Source: an optimization exercise on an open RTL-to-GDS flow (aim: small area, a short achievable clock period and few clock cycles per item). Production flows keep margins and buffers that such runs may drop.
The RTL was checked by simulation tests, not by an equivalence proof against the original design.

## run A
Design iir_df1_biquad_axis, start of the top module:
module iir_df1_biquad_axis
#(
    parameter int unsigned coeff_width  = 16,
    parameter int unsigned inout_width  = 16,
    parameter int unsigned scale_factor = 14,
    parameter int          a1_int_coeff = -31880,
    parameter int          a2_int_coeff = 15531,
    parameter int          bo_int_coeff = 167,
    parameter int          b1_int_coeff = -302,
    parameter int          b2_int_coeff = 167
) (
    input  logic                          clk,
    input  logic                          rst,
    input  logic                          s_axis_tvalid,
    input  logic signed [inout_width-1:0] s_axis_tdata,
    output logic                          m_axis_tready,
    output logic signed [inout_width-1:0] m_axis_tdata,
    output logic                          m_axis_tvalid
);
    logic        v1_q, v2_q, v3_q;        
    logic [15:0] hx1_q, hx2_q;            
    logic [15:0] y1_q;                    
    logic [15:0] yb_q;                    
    logic signed [17:0] r, t_d, t_q;
    logic [31:0]  ga_d, ga_q;
    logic [31:14] gb_d, gb_q;
    logic         gc_d, gc_q;
    logic [31:14] acc;
    logic [15:0]  y_sat;
    assign r   = 18'(signed'(hx2_q)) - 18'(signed'(hx1_q)) * 18'sd2;
    assign t_d = 18'(signed'(s_axis_tdata)) + r;
    iir_sum_g u_g (.t(t_q), .x1(hx2_q), .y2(yb_q), .sa(ga_d), .sb(gb_d), .c(gc_d));
    iir_sum_loop u_loop (.ga(ga_q), .gb(gb_q), .c(gc_q), .y1(y1_q), .s(acc));
    iir_biquad_sat #(.acc_width(32), .inout_width(16), .scale_factor(14)) u_sat (
        .acc (acc),
        .y   (y_sat)
    );
    always_ff @(posedge clk) begin
        t_q  <= t_d;
        ga_q <= ga_d;
        gb_q <= gb_d;
        gc_q <= gc_d;
        if (rst) begin
            v1_q  <= 1'b0;
            v2_q  <= 1'b0;
            v3_q  <= 1'b0;
            hx1_q <= '0;
            hx2_q <= '0;
            y1_q  <= '0;
  ...
Size in the first run: about 130 flip-flops, ~37 I/O pins.
clock: 7.0 ns
lec_check: 0
abc_area: 1
cap_margin: 20
core_margin: 2
core_utilization: 40
setup_slack_margin: 2.2
slew_margin: 20
run.sh (not shown) runs the stock make flow with config.mk's settings and CLKGATE_MAP_FILE= SYNTH_SCRIPT=/design/flow/synth_recipe.tcl, a recipe that flattens the netlist after the stock synthesis.
Run A did not stop at any stage, and its layout met the timing, design-rule and antenna checks.
Testbench counts of run A, summed over its fixed seeds: cycles 24,024, items 24,000.
Changes in run B relative to run A:
-- flow/config.mk --
<<< run A, line 10
export CORE_MARGIN = 2
export CORE_UTILIZATION = 40
export SETUP_SLACK_MARGIN = 2.2
export SLEW_MARGIN = 20
>>> run B, line 10
export CORE_MARGIN = 2
export CORE_UTILIZATION = 60
export SETUP_SLACK_MARGIN = 3.0
export SLEW_MARGIN = 20
### Flow results
End-of-flow core utilization: run B > run A
Against run A, run B reports a first-pass GRT wire length that is lower.
Here is what was changed in the inputs of run C compared with run B.
-- flow/config.mk --
<<< run B, line 10
export CORE_MARGIN = 2
export CORE_UTILIZATION = 60
export SETUP_SLACK_MARGIN = 3.0
export SLEW_MARGIN = 20
>>> run C, line 10
export CORE_MARGIN = 2
export CORE_UTILIZATION = 40
export SETUP_SLACK_MARGIN = 2.8
export SLEW_MARGIN = 20
Findings:
- yb_q[11] as the launch point of the worst path was reported by run C, and y1_q[13] by run B.
- Cell depth of the worst setup path: run B and run C compared, higher one is run B
- Global-route usage down 9.9 points in run C wrt run B
- The met3 routed wirelength reported for run C is smaller than that of run B by about 38%.
## Diff of input files: run D against run C
-- flow/config.mk --
<<< run C, line 11
export CORE_UTILIZATION = 40
export SETUP_SLACK_MARGIN = 2.8
export SLEW_MARGIN = 20
>>> run D, line 11
export CORE_UTILIZATION = 40
export SETUP_SLACK_MARGIN = 3.0
export SLEW_MARGIN = 20
Relative to run C, the number of nets in the final layout of run D is higher by 10. Looking at post-route cell area across both flows, run D is the weaker of the two, with run C ahead. Going from run C to run D, share of the cycle needed by the critical path after routing -1.9 points; wire length +about 1.6%; final critical path time including I/O delays and setup fell by 0.13 ns.

iir_df1_biquad_axis, a different RTL version from the one above (not shown whole).
Size: roughly 130 flip-flops, about 37 I/O pins.
export LEC_CHECK = 0
export ABC_AREA = 1
export CAP_MARGIN = 20
export CORE_MARGIN = 2
export CORE_UTILIZATION = 40
export CTS_BUF_LIST = sky130_fd_sc_hd__clkbuf_8
export SETUP_SLACK_MARGIN = 3.0
export SLEW_MARGIN = 20
export SYNTH_HIERARCHICAL = 1
export SYNTH_MINIMUM_KEEP_SIZE = 0
create_clock -name core_clock -period 7.0 [get_ports {clk}]
standard.sh (not shown) runs the stock make flow with config.mk's settings and CLKGATE_MAP_FILE= SYNTH_SCRIPT=/design/flow/synth_recipe.tcl, a recipe that flattens the netlist after the stock synthesis.
==> flow/flow/run.sh <==
#!/bin/bash
# The standard layout (standard.sh: the ORFS flow, standard synthesis included), with
# one change: the buffers placed on the input and output ports are buf_2 cells instead of
# the delay buffers buffer_ports picks by default. Every port still gets its buffer.
set -euo pipefail
export BUFFER_PORTS_ARGS="-buffer_cell sky130_fd_sc_hd__buf_2"
bash standard.sh finish > standard_flow.log 2>&1
Testbench counts at the start, summed over its fixed seeds: cycles 24,024, items 24,000.
==> next run, changes <==
==> flow/run.sh (new file) <==
#!/bin/bash
# synth_recipe.tcl (not shown) runs the flow's synth.tcl, then flattens the netlist and writes it again
# the make line also repeats each setting of config.mk as NAME=value (left out here)
make -C /OpenROAD-flow-scripts/flow DESIGN_CONFIG=/design/flow/config.mk WORK_HOME=/design/flow/orfs CLKGATE_MAP_FILE= SYNTH_SCRIPT=/design/flow/synth_recipe.tcl finish
GPL_ROUTABILITY_DRIVEN = 0   (was not set)
removed: flow/flow/run.sh
removed: flow/standard.sh
Sequential cell count does not change.
Critical path depth is unchanged.
Fmax is higher slightly.
Clock skew shrinks by 0.0083 ns.
Worst setup slack gets better by 0.056 ns.
Final cell count hardly moves.
==> next run, changes <==
CTS_BUF_LIST = not set   (was sky130_fd_sc_hd__clkbuf_8)
GPL_ROUTABILITY_DRIVEN = not set   (was 0)
SETUP_SLACK_MARGIN = 3.2   (was 3.0)
First-iteration DRC count went down by 6.4%.
Worst setup slack improves by 0.041 ns.
Register-to-register slack improves by 0.04 ns.
Design area came out higher by 2.5%.
Fmax climbs by 1.1%.
Sequential share of layout area shrinks by 0.39 points.
Die area is unchanged.
Count of clock-buffer cells in the layout is unchanged.
==> next run, changes <==
CTS_BUF_LIST = sky130_fd_sc_hd__clkbuf_8   (was not set)
SETUP_SLACK_MARGIN = 2.8   (was 3.2)
The new run went through all stages and came out clean. Count of clock-buffer cells in the layout is unchanged. Final cell count drops by 0.58%. Design area drops by 2.8%. Via count drops by 0.74%. Global-route usage stays flat. Die area is unchanged.

iir_df1_biquad_axis again, from the RTL that the note above started with.
clock: 7.0 ns
lec_check: 0
abc_area: 1
cap_margin: 20
core_margin: 2
core_utilization: 40
cts_buf_list: sky130_fd_sc_hd__clkbuf_8
setup_slack_margin: 3.15
slew_margin: 20
synth_hierarchical: 1
synth_minimum_keep_size: 0
run.sh (not shown) runs the stock make flow with config.mk's settings and CLKGATE_MAP_FILE= SYNTH_SCRIPT=/design/flow/synth_recipe.tcl, a recipe that flattens the netlist after the stock synthesis.
Stock flow here: none of the scripts above is used.
Testbench counts at the start, summed over its fixed seeds: cycles 24,024, items 24,000.
Then changed:
CTS_CLUSTER_DIAMETER = 80   (was not set)
CTS_CLUSTER_SIZE = 25   (was not set)
SETUP_SLACK_MARGIN = 3.0   (was 3.15)
Wire length is lower slightly.
Final cell count is lower slightly.
Fmax hardly moves.
Worst hold slack is about the same.

iir_df1_biquad_axis again, from the RTL that the note above started with.
clock: 7.0 ns
lec_check: 0
abc_area: 1
cap_margin: 20
core_margin: 2
core_utilization: 40
cts_buf_list: sky130_fd_sc_hd__clkbuf_8
setup_slack_margin: 3.0
slew_margin: 20
synth_hierarchical: 1
synth_minimum_keep_size: 0
Testbench counts at the start, summed over its fixed seeds: cycles 24,024, items 24,000.
==> next run, changes <==
CTS_BUF_LIST = default   (was sky130_fd_sc_hd__clkbuf_8)
What happened: Core utilization grows by 0.64 points; final area grows slightly; hold slack is about the same; area after synthesis is unchanged; die area stays the same; cell count stays the same.
==> next run, changes <==
CTS_BUF_LIST = sky130_fd_sc_hd__clkbuf_8   (was default)
PLACE_DENSITY = 0.8   (was default)
Worst hold slack is better by 0.011 ns.
Area after synthesis is unchanged.
Global-route usage went up by 0.57 points.
Utilization went down by 0.47 points.
Cell count is about the same.
Clock skew is about the same.
Non-clock buffer count went down by 2.
Cell area went down by about 1%.
Wire length went up by about 4%.
==> next run, changes <==
CAP_MARGIN = 5   (was 20)
PLACE_DENSITY = default   (was 0.8)
SLEW_MARGIN = 5   (was 20)
Effect: The changed run completed without violations; non-clock buffer count increases by 2; via count decreases by 5.0%; register-to-register slack gets better by 0.09 ns; die area does not change; wire length falls by 3.8%; first-iteration DRC count fell by 26%; design area drops by 0.38%; maximum frequency is higher by 2.5%.

tundra:
iir_df1_biquad_axis again, from the RTL that the note above started with.
## iir_df1_biquad_axis
module iir_df1_biquad_axis
#(
    parameter int unsigned coeff_width  = 16,
    parameter int unsigned inout_width  = 16,
    parameter int unsigned scale_factor = 14,
    parameter int          a1_int_coeff = -31880,
    parameter int          a2_int_coeff = 15531,
    parameter int          bo_int_coeff = 167,
    parameter int          b1_int_coeff = -302,
    parameter int          b2_int_coeff = 167
) (
    input  logic                          clk,
    input  logic                          rst,
    input  logic                          s_axis_tvalid,
    input  logic signed [inout_width-1:0] s_axis_tdata,
    output logic                          m_axis_tready,
    output logic signed [inout_width-1:0] m_axis_tdata,
    output logic                          m_axis_tvalid
);
    logic        v1_q, v2_q, v3_q;        
    logic [15:0] hx1_q, hx2_q;            
    logic [15:0] y1_q;                    
    logic [15:0] yb_q;                    
    logic signed [17:0] t_d, t_q;
    logic [31:0]  ga_d, ga_q;
    logic [31:10] gb_d, gb_q;
    logic         gc_d, gc_q;
    logic         c29;
    logic [2:0]   top0, top1;
    logic         ok0, ok1, hi_ok, sgn;
    logic [15:0]  y_sat;
    logic tt1, tt2, tt3, tt4, tt5, tt6, tt7, tt8, tt9, tt10, tt11, tt12;
    logic tt13, tt14, tt15, tt16, tt17, tt18, tt19, tt20, tt21, tt22, tt23, tt24;
    logic tt25, tt26, tt27, tt28, tt29, tt30, tt31, tt32, tt33, tt34, tt35, tt36;
    logic tt37, tt38, tt39, tt40, tt41, tt42, tt43, tt44, tt45, tt46, tt47, tt48;
    logic tt49, tt50, tt51, tt52, tt53, tt54, tt55, tt56, tt57, tt58, tt59, tt60;
    logic tt61, tt62, tt63, tt64, tt65, tt66, tt67, tt68, tt69, tt70, tt71, tt72;
    logic tt73, tt74, tt75, tt76, tt77, tt78, tt79, tt80, tt81, tt82, tt83, tt84;
    logic tt85, tt86, tt87, tt88, tt89;
    iir_ha u_tt1 (.a(hx2_q[2]), .b(hx1_q[1]), .s(tt1), .co(tt2));
    assign tt3 = hx2_q[2] & ~hx1_q[1];
    iir_ha u_tt4 (.a(hx2_q[3]), .b(hx1_q[2]), .s(tt4), .co(tt5));
    assign tt6 = hx2_q[3] & ~hx1_q[2];
    iir_ha u_tt7 (.a(hx2_q[4]), .b(hx1_q[3]), .s(tt7), .co(tt8));
    assign tt9 = hx2_q[4] & ~hx1_q[3];
    iir_ha u_tt10 (.a(hx2_q[5]), .b(hx1_q[4]), .s(tt10), .co(tt11));
    assign tt12 = hx2_q[5] & ~hx1_q[4];
    iir_ha u_tt13 (.a(hx2_q[6]), .b(hx1_q[5]), .s(tt13), .co(tt14));
    assign tt15 = hx2_q[6] & ~hx1_q[5];
  ...
clock: 7.0 ns
lec_check: 0
abc_area: 1
cap_margin: 20
core_margin: 2
core_utilization: 40
cts_buf_list: sky130_fd_sc_hd__clkbuf_8
setup_slack_margin: 3.35
slew_margin: 20
synth_hierarchical: 1
synth_minimum_keep_size: 0
Testbench counts of tundra, summed over its fixed seeds: cycles 24,024, items 24,000.
Input changes introduced in indigo (baseline for comparison: tundra):
diff --git a/flow/config.mk b/flow/config.mk
--- a/flow/config.mk
+++ b/flow/config.mk
@@ -11,4 +11,3 @@
 export CORE_UTILIZATION = 40
-export CTS_BUF_LIST = sky130_fd_sc_hd__clkbuf_8
-export SETUP_SLACK_MARGIN = 3.35
+export SETUP_SLACK_MARGIN = 3.4
 export SLEW_MARGIN = 20
==> run notes <==
As of indigo, total met3 wirelength after detailed routing had risen by a few percent compared to tundra. Looking at cell at the slowest stage of the critical path, the sky130_fd_sc_hd__fa_1 result is from tundra; the sky130_fd_sc_hd__fa_2 one comes from indigo. Going from tundra to indigo, final core area utilization went up 0.26 points; final cell count went down about 0.4%; longest individual stage delay on the worst path went up 0.02 ns.

red:
RTL: one of the versions met above, not the one the previous note started from.
For scale: roughly 1,300 cells after synthesis, about 37 I/O pins, about 12,000 um2 of cells after synthesis.
export LEC_CHECK = 0
export CAP_MARGIN = 20
export CORE_MARGIN = 2
export CORE_UTILIZATION = 40
export SETUP_SLACK_MARGIN = 2.8
export SLEW_MARGIN = 20
create_clock -name core_clock -period 7.0 [get_ports {clk}]
Testbench counts of red, summed over its fixed seeds: cycles 24,024, items 24,000.
[inputs] blue vs red
Settings: SETUP_SLACK_MARGIN now 3.3, was 2.8.
Notes after the runs:
- As far as die area goes, blue and red are indistinguishable; the numbers are identical.
- Compared with red, blue shows hold slack lower by 18 ps.
- [blue] worst setup slack fell 31 ps relative to red
For green, these inputs were changed with respect to blue:
Settings: setting ABC_AREA to 1 for the first time.
- Timing, DRC, antenna: 0 failures across green and blue
- green ended up with a higher layout overhead on the synthesized area than blue did.
- Taking blue as the reference point, the floorplan die area of green rises by 4.5%.
- Against blue, green comes in 1.9 points lower on post-synthesis adder-cell area fraction.
- On starting DRC count in detailed routing, blue beats green.
- Summary of green over blue: maximum fanout along the worst path dropped 4; share of post-route cells with drive strength above 1 climbed 2.8 points.
- Lower wire length after detailed routing goes to blue over green.
- green — critical path depth 3 higher, blue as reference
- blue → green: maximum frequency from static timing analysis higher, well tap count now sits higher.

iir_df1_biquad_axis, a different RTL version from the one above (not shown whole).
Size: ~1300 cells after synthesis, roughly 130 flip-flops, about 12000 um2 of cells after synthesis.
export LEC_CHECK = 0
export ABC_AREA = 1
export CAP_MARGIN = 20
export CORE_MARGIN = 2
export CORE_UTILIZATION = 40
export SETUP_SLACK_MARGIN = 3.2
export SLEW_MARGIN = 20
export SYNTH_HIERARCHICAL = 1
export SYNTH_MINIMUM_KEEP_SIZE = 0
create_clock -name core_clock -period 7.0 [get_ports {clk}]
The baseline finished with timing, DRC and antenna clean.
Testbench counts at the start, summed over its fixed seeds: cycles 24,024, items 24,000.
Change:
--- a/flow/config.mk
+++ b/flow/config.mk
@@ -11,3 +11,5 @@
 export CORE_UTILIZATION = 40
-export SETUP_SLACK_MARGIN = 3.2
+export CTS_CLUSTER_DIAMETER = 120
+export CTS_CLUSTER_SIZE = 40
+export SETUP_SLACK_MARGIN = 3.0
 export SLEW_MARGIN = 20
Clock-buffer cell count stays the same.
Worst setup slack degrades by 0.018 ns.
Cell area decreases by 3.9%.
Via count went down by 1.1%.
First-iteration DRC count hardly moves.
Synthesized area does not change.
Die area stays the same.
Non-clock buffer count went down by 20.
Clock skew stays flat.
Routed wire length drops by 1.5%.
Change:
--- a/flow/config.mk
+++ b/flow/config.mk
@@ -11,4 +11,2 @@
 export CORE_UTILIZATION = 40
-export CTS_CLUSTER_DIAMETER = 120
-export CTS_CLUSTER_SIZE = 40
 export SETUP_SLACK_MARGIN = 3.0
Result: Worst hold slack does not change; routed wire length is unchanged; worst setup slack is unchanged; first-iteration DRC count is unchanged; synthesized cell count does not change; final area stays the same; via count is unchanged; core utilization is unchanged; sequential cell count does not change.

[re-timing with driven ports]
Ports are ideal in the flow. The routed layouts listed here were re-timed in OpenROAD.
Step 1: set_driving_cell puts a clkbuf_16 on clk and a buf_2 on each other input, an assumption about the parent block.
Step 2 times the ports against the registers' clock, not the clock port: input delays grow and output delays shrink by t, the midpoint of the rising clock arrivals with the driver on.
Three values: no drivers, after step 1, after step 2; two values: the first two.
run	shift t [ns]	setup slack, ns	latest minus earliest clock arrival (ns)
run A	0.472	2.673 / 2.673 / 2.673	0.014 / 0.014
run B	0.472	3.042 / 3.042 / 2.862	0.013 / 0.013
run C	0.471	2.959 / 2.959 / 2.734	0.015 / 0.015
run D	0.472	3.091 / 3.091 / 2.764	0.015 / 0.015
the first run of note 2	0.489	3.290 / 3.290 / 3.290	0.020 / 0.020
the second run of note 2	0.487	3.346 / 3.346 / 3.094	0.012 / 0.013
the third run of note 2	0.472	3.387 / 3.387 / 3.101	0.011 / 0.011
the fourth run of note 2	0.486	3.050 / 3.050 / 3.050	0.011 / 0.011
the first run of note 3	0.486	3.348 / 3.348 / 3.087	0.012 / 0.012
the second run of note 3	0.487	3.346 / 3.346 / 3.094	0.012 / 0.013
the first run of note 4	0.487	3.346 / 3.346 / 3.094	0.012 / 0.013
the second run of note 4	0.469	3.361 / 3.361 / 3.099	0.012 / 0.012
the third run of note 4	0.490	3.254 / 3.254 / 3.125	0.011 / 0.011
the fourth run of note 4	0.487	3.346 / 3.346 / 3.094	0.012 / 0.013
tundra	0.489	3.326 / 3.326 / 3.178	0.012 / 0.012
indigo	0.471	3.410 / 3.410 / 3.181	0.012 / 0.012
red	0.473	2.562 / 2.562 / 2.547	0.010 / 0.010
blue	0.469	2.531 / 2.531 / 2.531	0.017 / 0.017
green	0.468	3.164 / 3.164 / 2.980	0.012 / 0.012
the first run of note 7	0.463	3.231 / 3.231 / 2.940	0.014 / 0.014
the second run of note 7	0.462	3.213 / 3.213 / 2.861	0.014 / 0.015
the third run of note 7	0.462	3.213 / 3.213 / 2.861	0.014 / 0.015
After both steps every run listed still meets setup and hold.
